Source: an optimization exercise on an open RTL-to-GDS flow (aim: small area, a short achievable clock period and few clock cycles per item). Production flows keep margins and buffers that such runs may drop.
In this exercise RTL edits were held to simulation tests only and were not proved equivalent to the original.
Power figures rest on the tool's default switching activity, not on a simulated workload.

==> flow/design.v (excerpt) <==
module sample_tracker_report_scheduler (
	input  wire logic                              clk,
	input  wire logic                              arst_n,
	input  wire logic                              cfg_write,
	input  wire logic [strs_pkg::CfgIdxW-1:0]      cfg_index,
	input  wire logic [strs_pkg::CfgW-1:0]         cfg_data,
	input  wire logic                              item_valid,
	output logic                                   item_ready,
	input  wire logic [33:0]                       item,
	output logic                                   result_valid,
	input  wire logic                              result_ready,
	output logic [101:0]                           result
);
Settings: LEC_CHECK=0, ABC_AREA=1, CAP_MARGIN=20, CORE_MARGIN=2, CORE_UTILIZATION=60, CTS_BUF_LIST=sky130_fd_sc_hd__clkbuf_8, CTS_CLUSTER_DIAMETER=150, CTS_CLUSTER_SIZE=15, SETUP_SLACK_MARGIN=4.0, SLEW_MARGIN=20; clock period 6.5 ns.
standard.sh (not shown) runs the stock make flow with config.mk's settings and CLKGATE_MAP_FILE= SYNTH_SCRIPT=/design/flow/synth_recipe.tcl, a recipe that flattens the netlist after the stock synthesis.
==> flow/flow/run.sh <==
#!/bin/bash
# The standard layout (standard.sh: the standard flow's synthesis and ORFS flow, unchanged),
# except that the buffer global placement puts on every input and output port
# is the smallest plain buffer (buf_1) rather than the one buffer_ports picks
# by default; repair may still resize it.
set -euo pipefail
bash standard.sh "BUFFER_PORTS_ARGS=-buffer_cell sky130_fd_sc_hd__buf_1"  finish > standard_flow.log 2>&1
Testbench counts at the start, summed over its fixed seeds: cycles 16,016, items 16,000.
Then changed:
==> flow/run.sh (new file) <==
#!/bin/bash
# synth_recipe.tcl (not shown) runs the flow's synth.tcl, then flattens the netlist and writes it again
# the make line also repeats each setting of config.mk as NAME=value (left out here)
make -C /OpenROAD-flow-scripts/flow DESIGN_CONFIG=/design/flow/config.mk WORK_HOME=/design/flow/orfs CLKGATE_MAP_FILE= SYNTH_SCRIPT=/design/flow/synth_recipe.tcl finish
ABC_AREA = unset   (was 1)
CORE_UTILIZATION = 40   (was 60)
CTS_BUF_LIST = unset   (was sky130_fd_sc_hd__clkbuf_8)
CTS_CLUSTER_DIAMETER = unset   (was 150)
CTS_CLUSTER_SIZE = unset   (was 15)
SETUP_SLACK_MARGIN = 3.5   (was 4.0)
removed: flow/flow/run.sh
removed: flow/standard.sh
Result:
- cell count came out lower by 19%
- worst setup slack got worse by 430 ps
- utilization came out lower by 20 points
- routed wire length came out lower by 5.0%
- design area came out higher by 7.4%
- total power came out higher by 3.8%
Then changed:
ABC_AREA = 1   (was unset)
Effect: The new run passed the timing, design-rule and antenna checks. Design area stays flat. Register-to-register slack improves by 500 ps. Worst setup slack is better by 420 ps. Routed wire length climbs by about 12%.
Then changed:
==> flow/flow/run.sh (new file) <==
#!/bin/bash
# The standard layout (standard.sh: the standard flow's synthesis and ORFS flow, unchanged),
# except that the buffer global placement puts on every input and output port
# is the smallest plain buffer (buf_1) rather than the one buffer_ports picks
# by default; repair may still resize it.
set -euo pipefail
bash standard.sh "BUFFER_PORTS_ARGS=-buffer_cell sky130_fd_sc_hd__buf_1"  finish > standard_flow.log 2>&1
==> flow/standard.sh (new file) <==
#!/bin/bash
# synth_recipe.tcl (not shown) runs the flow's synth.tcl, then flattens the netlist and writes it again
# the make line also repeats each setting of config.mk as NAME=value (left out here)
make -C /OpenROAD-flow-scripts/flow DESIGN_CONFIG=/design/flow/config.mk WORK_HOME=/design/flow/orfs CLKGATE_MAP_FILE= SYNTH_SCRIPT=/design/flow/synth_recipe.tcl "${@:-finish}"
CTS_BUF_LIST = sky130_fd_sc_hd__clkbuf_4   (was unset)
removed: flow/run.sh
Utilization shrinks by 5.0 points. Count of clock-buffer cells in the layout increases by 48. Cell area is lower by roughly a tenth. Routed wire length shrinks by a few percent. Sequential share of layout area rose by 3.7 points. Clock skew is higher by 70 ps. Synthesized cell count does not change.

========
Starting RTL as in the previous note.
export LEC_CHECK = 0
export ABC_AREA = 1
export CAP_MARGIN = 20
export CORE_MARGIN = 2
export CORE_UTILIZATION = 60
export CTS_BUF_LIST = sky130_fd_sc_hd__clkbuf_4
export SETUP_SLACK_MARGIN = 3.2
export SLEW_MARGIN = 20
create_clock -name core_clock -period 6.5 [get_ports {clk}]
==> flow/flow/run.sh <==
#!/bin/bash
# The standard layout (standard.sh: the standard flow's synthesis and ORFS flow, unchanged),
# except that the buffer global placement puts on every input and output port
# is the smallest plain buffer (buf_1) rather than the one buffer_ports picks
# by default; repair may still resize it.
set -euo pipefail
bash standard.sh "BUFFER_PORTS_ARGS=-buffer_cell sky130_fd_sc_hd__buf_1"  finish > standard_flow.log 2>&1
Testbench counts at the start, summed over its fixed seeds: cycles 16,016, items 16,000.
Next try:
--- a/flow/flow/run.sh
+++ b/flow/flow/run.sh
@@ -6,2 +6,2 @@
 set -euo pipefail
-bash standard.sh "BUFFER_PORTS_ARGS=-buffer_cell sky130_fd_sc_hd__buf_1"  finish > standard_flow.log 2>&1
+bash standard.sh "BUFFER_PORTS_ARGS=-buffer_cell sky130_fd_sc_hd__buf_1" RECOVER_POWER=100 finish > standard_flow.log 2>&1
Settings changed: SETUP_SLACK_MARGIN 3.2 to 3.5.
The new run finished with capacitance limit, slew limit left; design area is about the same; total power grows slightly; worst hold slack gets worse by 0.0041 ns; global-route usage barely changes; utilization drops by 0.11 points; wire length goes up slightly.
Next try:
--- a/flow/flow/run.sh
+++ b/flow/flow/run.sh
@@ -6,2 +6,2 @@
 set -euo pipefail
-bash standard.sh "BUFFER_PORTS_ARGS=-buffer_cell sky130_fd_sc_hd__buf_1" RECOVER_POWER=100 finish > standard_flow.log 2>&1
+bash standard.sh "BUFFER_PORTS_ARGS=-buffer_cell sky130_fd_sc_hd__buf_1"  finish > standard_flow.log 2>&1
Settings changed: CTS_BUF_LIST sky130_fd_sc_hd__clkbuf_4 to sky130_fd_sc_hd__clkbuf_16, CTS_CLUSTER_DIAMETER from default to 150, CTS_CLUSTER_SIZE from default to 25, SETUP_SLACK_MARGIN 3.5 to 3.8.
The changed run passed the timing, design-rule and antenna checks.
Worst setup slack improves by 1.6 ns.
Core utilization increases by 0.85 points.
Design area increases by 1.2%.

port drivers added, routing unchanged:
Ports are ideal in the flow. The routed layouts listed here were re-timed in OpenROAD.
Step 1 assumes that a clkbuf_16 drives the clock port and a buf_2 every other input.
Step 2 adds t to the input delays and takes it off the output delays; t is the mean of the earliest and latest rising clock arrival at the registers after step 1. Input paths then give back, and output paths get back, about the clock's delay inside the block.
Three values: ideal, step 1, step 2; two values: the first two.
run	t, ns	slack for setup (ns)	hold WS [ns]
the first run of note 1	0.552	3.587 / 3.542 / 3.385	0.499 / 0.499 / 0.499
the second run of note 1	0.563	3.155 / 3.160 / 2.597	0.483 / 0.483 / 0.483
the third run of note 1	0.569	3.576 / 3.552 / 3.070	0.488 / 0.488 / 0.488
the fourth run of note 1	0.730	3.549 / 3.527 / 2.896	0.479 / 0.479 / 0.479
the first run of note 2	0.702	3.339 / 3.363 / 2.661	0.483 / 0.483 / 0.483
the second run of note 2	0.705	2.021 / 2.047 / 1.342	0.479 / 0.479 / 0.479
the third run of note 2	0.509	3.593 / 3.571 / 3.349	0.494 / 0.494 / 0.494
The setup slack of the second run of note 2, which loses most, moves by +0.026 ns with the drivers and by -0.679 ns with both steps.
